Background: an optimization exercise with open tools, aiming at small area. Do not read the settings as production practice. Only simulation tests tie the RTL to the original design; equivalence was not proved. No activity file was given, so power comes from the tool's default toggle rates.

## raven
// force_wb_scheduler
module force_wb_scheduler #(
  parameter int NUM_SRC    = 4,
  parameter int WB_WIDTH   = 112,
  parameter int FIFO_DEPTH = 8
) (
  input  logic                        clk,
  input  logic                        rst,
  input  logic                        phase_done,
  input  logic [NUM_SRC*WB_WIDTH-1:0] src_wb_out,
  input  logic [NUM_SRC-1:0]          src_wb_valid,
  input  logic [NUM_SRC-1:0]          src_all_ref_issued,
  output logic [NUM_SRC-1:0]          src_ready,
  output logic [NUM_SRC-1:0]          src_start_wb,
  output logic [WB_WIDTH-1:0]         net_out,
  output logic                        net_valid,
  input  logic                        net_ready,
  output logic                        busy,
  output logic                        wb_done,
  output logic                        overflow
);
Size in the first run: ~5700 cells after synthesis.
Settings: LEC_CHECK=0, CAP_MARGIN=20, CORE_MARGIN=2, CORE_UTILIZATION=55, SLEW_MARGIN=20, SYNTH_HIERARCHICAL=1; clock period 6.0 ns.
standard.sh (not shown) runs the stock make flow with config.mk's settings and CLKGATE_MAP_FILE= SYNTH_SCRIPT=/design/flow/synth_recipe.tcl, a recipe that flattens the netlist after the stock synthesis.
==> flow/flow/run.sh <==
#!/bin/bash
# Standard ORFS layout with three changes: the AND gates that drive the wide read-select and
# write-enable nets get the strongest AND2 cell before placement (flow/drive.tcl), port
# buffers are plain buf_1 cells (resized by repair as needed), and the clock tree uses larger
# sink clusters and no dummy loads.
set -euo pipefail
export BUFFER_PORTS_ARGS="-buffer_cell sky130_fd_sc_hd__buf_1"
export CTS_ARGS="-sink_clustering_enable -repair_clock_nets -sink_clustering_size 30 -sink_clustering_max_diameter 80 -dont_use_dummy_load"
bash standard.sh synth floorplan > standard_floorplan.log 2>&1
RESULTS="$PWD/orfs/results/$FLOW_PLATFORM/force_wb_scheduler/base" openroad -no_init -exit flow/drive.tcl > drive.log 2>&1
bash standard.sh > standard.log 2>&1
==> flow/flow/drive.tcl <==
# Give each AND gate that drives a wide read-select or write-enable net (a stored word or
# one slice of it) the strongest AND2 cell before placement, so that repair has fewer of
# these nets to buffer.
set r $::env(RESULTS)
read_db $r/2_floorplan.odb
set m4 [[ord::get_db] findMaster sky130_fd_sc_hd__and2_4]
set n 0
foreach i [[ord::get_db_block] getInsts] {
  if {[[$i getMaster] getName] ne "sky130_fd_sc_hd__and2_1"} { continue }
  set net "NULL"
  foreach it [$i getITerms] {
    if {[$it isOutputSignal]} { set net [$it getNet] }
  }
  if {$net eq "NULL"} { continue }
  if {[llength [$net getITerms]] > 12} {
    $i swapMaster $m4
    incr n
  }
}
puts "drive.tcl: $n AND2 gates set to and2_4"
write_db $r/2_floorplan.odb
Setup changes, raven to tundra
diff --git a/flow/flow/run.sh b/flow/flow/run.sh
--- a/flow/flow/run.sh
+++ b/flow/flow/run.sh
@@ -6,5 +6,5 @@
 set -euo pipefail
 export BUFFER_PORTS_ARGS="-buffer_cell sky130_fd_sc_hd__buf_1"
-export CTS_ARGS="-sink_clustering_enable -repair_clock_nets -sink_clustering_size 30 -sink_clustering_max_diameter 80 -dont_use_dummy_load"
+export CTS_ARGS="-sink_clustering_enable -repair_clock_nets -sink_clustering_size 28 -sink_clustering_max_diameter 80 -dont_use_dummy_load"
 bash standard.sh synth floorplan > standard_floorplan.log 2>&1
 RESULTS="$PWD/orfs/results/$FLOW_PLATFORM/force_wb_scheduler/base" openroad -no_init -exit flow/drive.tcl > drive.log 2>&1
==> comparison <==
In summary, tundra completed successfully, with a layout that passed the timing, design-rule and antenna checks.
In summary, raven completed successfully, with a layout that passed the timing, design-rule and antenna checks.
Comparing shortest clock period the worst path allows after layout for raven and tundra, the smaller number came from raven.
Total of fill cells in the finished design: raven vs tundra — no meaningful difference
Between raven and tundra, the power density over cell area does not differ in any meaningful way.
Diff raven..tundra | final setup violation count | unchanged
Share of power burned in the clock network, raven and tundra, higher one = tundra.
The estimated power of tundra ends up higher than the estimate for raven.

## v6
The RTL this note starts from:
==> flow/design.v <==
module force_wb_scheduler #(
  parameter int NUM_SRC    = 4,
  parameter int WB_WIDTH   = 112,
  parameter int FIFO_DEPTH = 8
) (
  input  logic                        clk,
  input  logic                        rst,
  input  logic                        phase_done,
  input  logic [NUM_SRC*WB_WIDTH-1:0] src_wb_out,
  input  logic [NUM_SRC-1:0]          src_wb_valid,
  input  logic [NUM_SRC-1:0]          src_all_ref_issued,
  output logic [NUM_SRC-1:0]          src_ready,
  output logic [NUM_SRC-1:0]          src_start_wb,
  output logic [WB_WIDTH-1:0]         net_out,
  output logic                        net_valid,
  input  logic                        net_ready,
  output logic                        busy,
  output logic                        wb_done,
  output logic                        overflow
);
  localparam int AW = $clog2(FIFO_DEPTH);
  localparam int CW = AW + 1;
  localparam int SW = (NUM_SRC > 1) ? $clog2(NUM_SRC) : 1;
  localparam logic [CW-1:0] DEPTH_C  = FIFO_DEPTH;
  localparam logic [CW-1:0] ALMOST_C = FIFO_DEPTH - 1;
  localparam logic [SW-1:0] LAST_SRC = NUM_SRC - 1;
  typedef enum logic [1:0] {IDLE, START, DRAIN, FLUSH} state_t;
  state_t state, next_state;
  logic [SW-1:0] cur_src, next_src;
  logic [SW-1:0] rr_ptr;
  logic any_valid;
  logic [NUM_SRC-1:0] push, pop, start_vec, sel_oh;
  logic [NUM_SRC-1:0] nonempty_next, sel_next;
  logic [SW-1:0] rr_next;
  localparam int NSL = 2;                
  localparam int SLW = WB_WIDTH / NSL;    
  logic [NUM_SRC*FIFO_DEPTH*NSL-1:0] rsel;
  logic [WB_WIDTH-1:0] rdata [NUM_SRC*FIFO_DEPTH];
  for (genvar g = 0; g < NUM_SRC; g++) begin : g_src
    logic [AW-1:0] wr_ptr, rd_ptr;
    logic [CW-1:0] count, count_next;
    assign wr_ptr = rd_ptr + count[AW-1:0];
    assign count_next = count + {{AW{pop[g] & !push[g]}}, push[g] ^ pop[g]};
    assign nonempty_next[g] = (count_next != '0);
    assign pop[g] = sel_oh[g] && net_ready;
    assign push[g] = src_wb_valid[g] && (!count[AW] || pop[g]);
    assign src_ready[g] = (count < ALMOST_C);
    for (genvar s = 0; s < FIFO_DEPTH; s++) begin : g_slot
      localparam logic [AW-1:0] SI = s;
      logic [WB_WIDTH-1:0] word;
      logic [NSL-1:0] we, re;
      for (genvar k = 0; k < NSL; k++) begin : g_sl
        fwb_and2 u_we (.a(push[g]), .b(wr_ptr == SI), .y(we[k]));
        fwb_and2 u_re (.a(sel_oh[g]), .b(rd_ptr == SI), .y(re[k]));
        always_ff @(posedge clk) begin
          if (we[k]) word[k*SLW +: SLW] <= src_wb_out[g*WB_WIDTH + k*SLW +: SLW];
        end
        assign rsel[(g*FIFO_DEPTH+s)*NSL+k] = re[k];
      end
      assign rdata[g*FIFO_DEPTH+s] = word;
    end
    always_ff @(posedge clk or negedge rst) begin
      if (!rst) begin
        rd_ptr <= '0;
        count  <= '0;
      end else begin
        rd_ptr <= rd_ptr + {{(AW-1){1'b0}}, pop[g]};
        count <= count_next;
      end
    end
  end
  logic [2*NUM_SRC-1:0] ne2, first2;
  logic [NUM_SRC-1:0] rot, first;
  always_comb begin
    ne2 = {nonempty_next, nonempty_next} >> rr_next;    
    rot = ne2[NUM_SRC-1:0];
    for (int i = 0; i < NUM_SRC; i++) begin             
      first[i] = rot[i];
      for (int j = 0; j < i; j++) first[i] = first[i] & !rot[j];
    end
    first2 = {first, first} << rr_next;
    sel_next = first2[2*NUM_SRC-1:NUM_SRC];
  end
  always_ff @(posedge clk or negedge rst) begin
    if (!rst) sel_oh <= '0;
    else      sel_oh <= sel_next;
  end
  assign any_valid = |sel_oh;
  for (genvar b = 0; b < WB_WIDTH; b++) begin : g_rd
    logic [9:0] y;
    logic [2:0] p;
    for (genvar j = 0; j < 10; j++) begin : g_aoi
      fwb_aoi222 u_aoi (
        .a1(rdata[3*j][b]),   .a2(rsel[(3*j)*NSL + b/SLW]),
        .b1(rdata[3*j+1][b]), .b2(rsel[(3*j+1)*NSL + b/SLW]),
        .c1(rdata[3*j+2][b]), .c2(rsel[(3*j+2)*NSL + b/SLW]),
        .y(y[j]));
    end
    fwb_nand4 u_n0 (.a(y[0]), .b(y[1]), .c(y[2]), .d(y[3]), .y(p[0]));
    fwb_nand4 u_n1 (.a(y[4]), .b(y[5]), .c(y[6]), .d(y[7]), .y(p[1]));
    fwb_last  u_n2 (.a1(rdata[30][b]), .a2(rsel[30*NSL + b/SLW]), .b1(rdata[31][b]), .b2(rsel[31*NSL + b/SLW]),
                    .p(y[8]), .q(y[9]), .y(p[2]));
    fwb_or3   u_o  (.a(p[0]), .b(p[1]), .c(p[2]), .y(net_out[b]));
  end
  assign net_valid = any_valid;
  logic [SW-1:0] sel_bin;
  always_comb begin
    sel_bin = '0;
    for (int i = 0; i < NUM_SRC; i++) if (sel_oh[i]) sel_bin = sel_bin | i[SW-1:0];
  end
  assign rr_next = (any_valid && net_ready) ? sel_bin + 1'b1 : rr_ptr;
  always_ff @(posedge clk or negedge rst) begin
    if (!rst) rr_ptr <= '0;
    else      rr_ptr <= rr_next;
  end
  always_ff @(posedge clk or negedge rst) begin
    if (!rst) begin
      state   <= IDLE;
      cur_src <= '0;
    end else begin
      state   <= next_state;
      cur_src <= next_src;
    end
  end
  always_comb begin
    next_state = state;
    next_src   = cur_src;
    start_vec  = '0;
    wb_done    = 1'b0;
    case (state)
      IDLE: begin
        if (phase_done) begin
          next_state = START;
          next_src   = '0;
        end
      end
      START: begin
        start_vec[cur_src] = 1'b1;
        next_state = DRAIN;
      end
      DRAIN: begin
        if (src_all_ref_issued[cur_src]) begin
          if (cur_src == LAST_SRC) begin
            next_state = FLUSH;
          end else begin
            next_src   = cur_src + 1'b1;
            next_state = START;
          end
        end
      end
      FLUSH: begin
        if (!any_valid) begin
          wb_done    = 1'b1;
          next_state = IDLE;
        end
      end
      default: next_state = IDLE;
    endcase
  end
  assign src_start_wb = start_vec;
  assign busy = (state != IDLE);
  logic [NUM_SRC-1:0] refused;
  assign refused = src_wb_valid & ~push;
  always_ff @(posedge clk or negedge rst) begin
    if (!rst) overflow <= 1'b0;
    else if (|refused) overflow <= 1'b1;
  end
endmodule
module fwb_aoi222 (
  input  logic a1, a2, b1, b2, c1, c2,
  output logic y
);
  assign y = ~((a1 & a2) | (b1 & b2) | (c1 & c2));
endmodule
module fwb_last (
  input  logic a1, a2, b1, b2, p, q,
  output logic y
);
  assign y = ~(p & q & ~((a1 & a2) | (b1 & b2)));
endmodule
module fwb_nand4 (
  input  logic a, b, c, d,
  output logic y
);
  assign y = ~(a & b & c & d);
endmodule
module fwb_or3 (
  input  logic a, b, c,
  output logic y
);
  assign y = a | b | c;
endmodule
module fwb_and2 (
  input  logic a, b,
  output logic y
);
  assign y = a & b;
endmodule
==> flow/config.mk <==
export PLATFORM = sky130hd
export DESIGN_NAME = force_wb_scheduler
export DESIGN_NICKNAME = force_wb_scheduler
export VERILOG_FILES = /design/flow/design.v
export SDC_FILE = /design/flow/constraint.sdc
export NUM_CORES = 4
export LEC_CHECK = 0
export CAP_MARGIN = 20
export CORE_MARGIN = 2
export CORE_UTILIZATION = 55
export SLEW_MARGIN = 20
export SYNTH_HIERARCHICAL = 1
==> flow/constraint.sdc <==
create_clock -name core_clock -period 6.0 [get_ports {clk}]
set_input_delay 1.2000 -clock core_clock [delete_from_list [all_inputs] [get_ports {clk}]]
set_output_delay 1.2000 -clock core_clock [all_outputs]
set_load 0.01 [all_outputs]
==> flow/flow/run.sh <==
#!/bin/bash
# Standard ORFS layout with three changes: the AND gates that drive the wide read-select and
# write-enable nets get the strongest AND2 cell before placement (flow/drive.tcl), port
# buffers are plain buf_1 cells (resized by repair as needed), and the clock tree uses larger
# sink clusters and no dummy loads.
set -euo pipefail
export BUFFER_PORTS_ARGS="-buffer_cell sky130_fd_sc_hd__buf_1"
export CTS_ARGS="-sink_clustering_enable -repair_clock_nets -sink_clustering_size 30 -sink_clustering_max_diameter 80 -dont_use_dummy_load"
bash standard.sh synth floorplan > standard_floorplan.log 2>&1
RESULTS="$PWD/orfs/results/$FLOW_PLATFORM/force_wb_scheduler/base" openroad -no_init -exit flow/drive.tcl > drive.log 2>&1
bash standard.sh > standard.log 2>&1
==> flow/flow/drive.tcl <==
# Give each AND gate that drives a wide read-select or write-enable net (one slice of a
# stored word) the strongest AND2 cell before placement, so that repair does not have to
# buffer these nets.
set r $::env(RESULTS)
read_db $r/2_floorplan.odb
set m4 [[ord::get_db] findMaster sky130_fd_sc_hd__and2_4]
set n 0
foreach i [[ord::get_db_block] getInsts] {
  if {[[$i getMaster] getName] ne "sky130_fd_sc_hd__and2_1"} { continue }
  set net "NULL"
  foreach it [$i getITerms] {
    if {[$it isOutputSignal]} { set net [$it getNet] }
  }
  if {$net eq "NULL"} { continue }
  if {[llength [$net getITerms]] > 12} {
    $i swapMaster $m4
    incr n
  }
}
puts "drive.tcl: $n AND2 gates set to and2_4"
write_db $r/2_floorplan.odb
v6 went all the way through the flow, and no timing, DRC or antenna check failed.
## Diff of input files: v7 against v6
diff --git a/flow/flow/run.sh b/flow/flow/run.sh
--- a/flow/flow/run.sh
+++ b/flow/flow/run.sh
@@ -7,3 +7,3 @@
 export BUFFER_PORTS_ARGS="-buffer_cell sky130_fd_sc_hd__buf_1"
-export CTS_ARGS="-sink_clustering_enable -repair_clock_nets -sink_clustering_size 30 -sink_clustering_max_diameter 80 -dont_use_dummy_load"
+export CTS_ARGS="-sink_clustering_enable -repair_clock_nets -sink_clustering_size 28 -sink_clustering_max_diameter 80 -dont_use_dummy_load"
 bash standard.sh synth floorplan > standard_floorplan.log 2>&1
Findings:
Comparing v6 with v7, the wire length came out essentially unchanged. Power across v7 and v6: no real change. In v7, share of the cycle needed by the critical path after routing is lower than in v6. Compared with v6, v7 shows a final critical delay including setup and external delays that is 64 ps lower.

[afterwards: timing with drivers on the ports]
The results above use ideal ports. As a check the final layouts listed here were re-extracted and re-timed, cells and wires unchanged. Step 1, drivers: a clkbuf_16 drives clk and a buf_2 each remaining input, both assumed. Step 2 adds t to the input delays and takes it off the output delays; t is the mean of the earliest and latest rising clock arrival at the registers after step 1. Input paths then give back, and output paths get back, about the clock's delay inside the block. a / b / c = ideal / step 1 / step 2; a / b = the first two.
| run | shift t [ns] | setup WS [ns] | clock arrival spread, ns |
|---|---|---|---|
| raven | 0.940 | 0.633 / 0.536 / 1.446 | 0.063 / 0.063 |
| tundra | 0.929 | 0.621 / 0.526 / 1.412 | 0.062 / 0.062 |
| v6 | 0.924 | 0.796 / 0.695 / 1.605 | 0.076 / 0.077 |
| v7 | 0.924 | 0.860 / 0.761 / 1.556 | 0.056 / 0.056 |
After both steps every run listed still meets setup and hold.
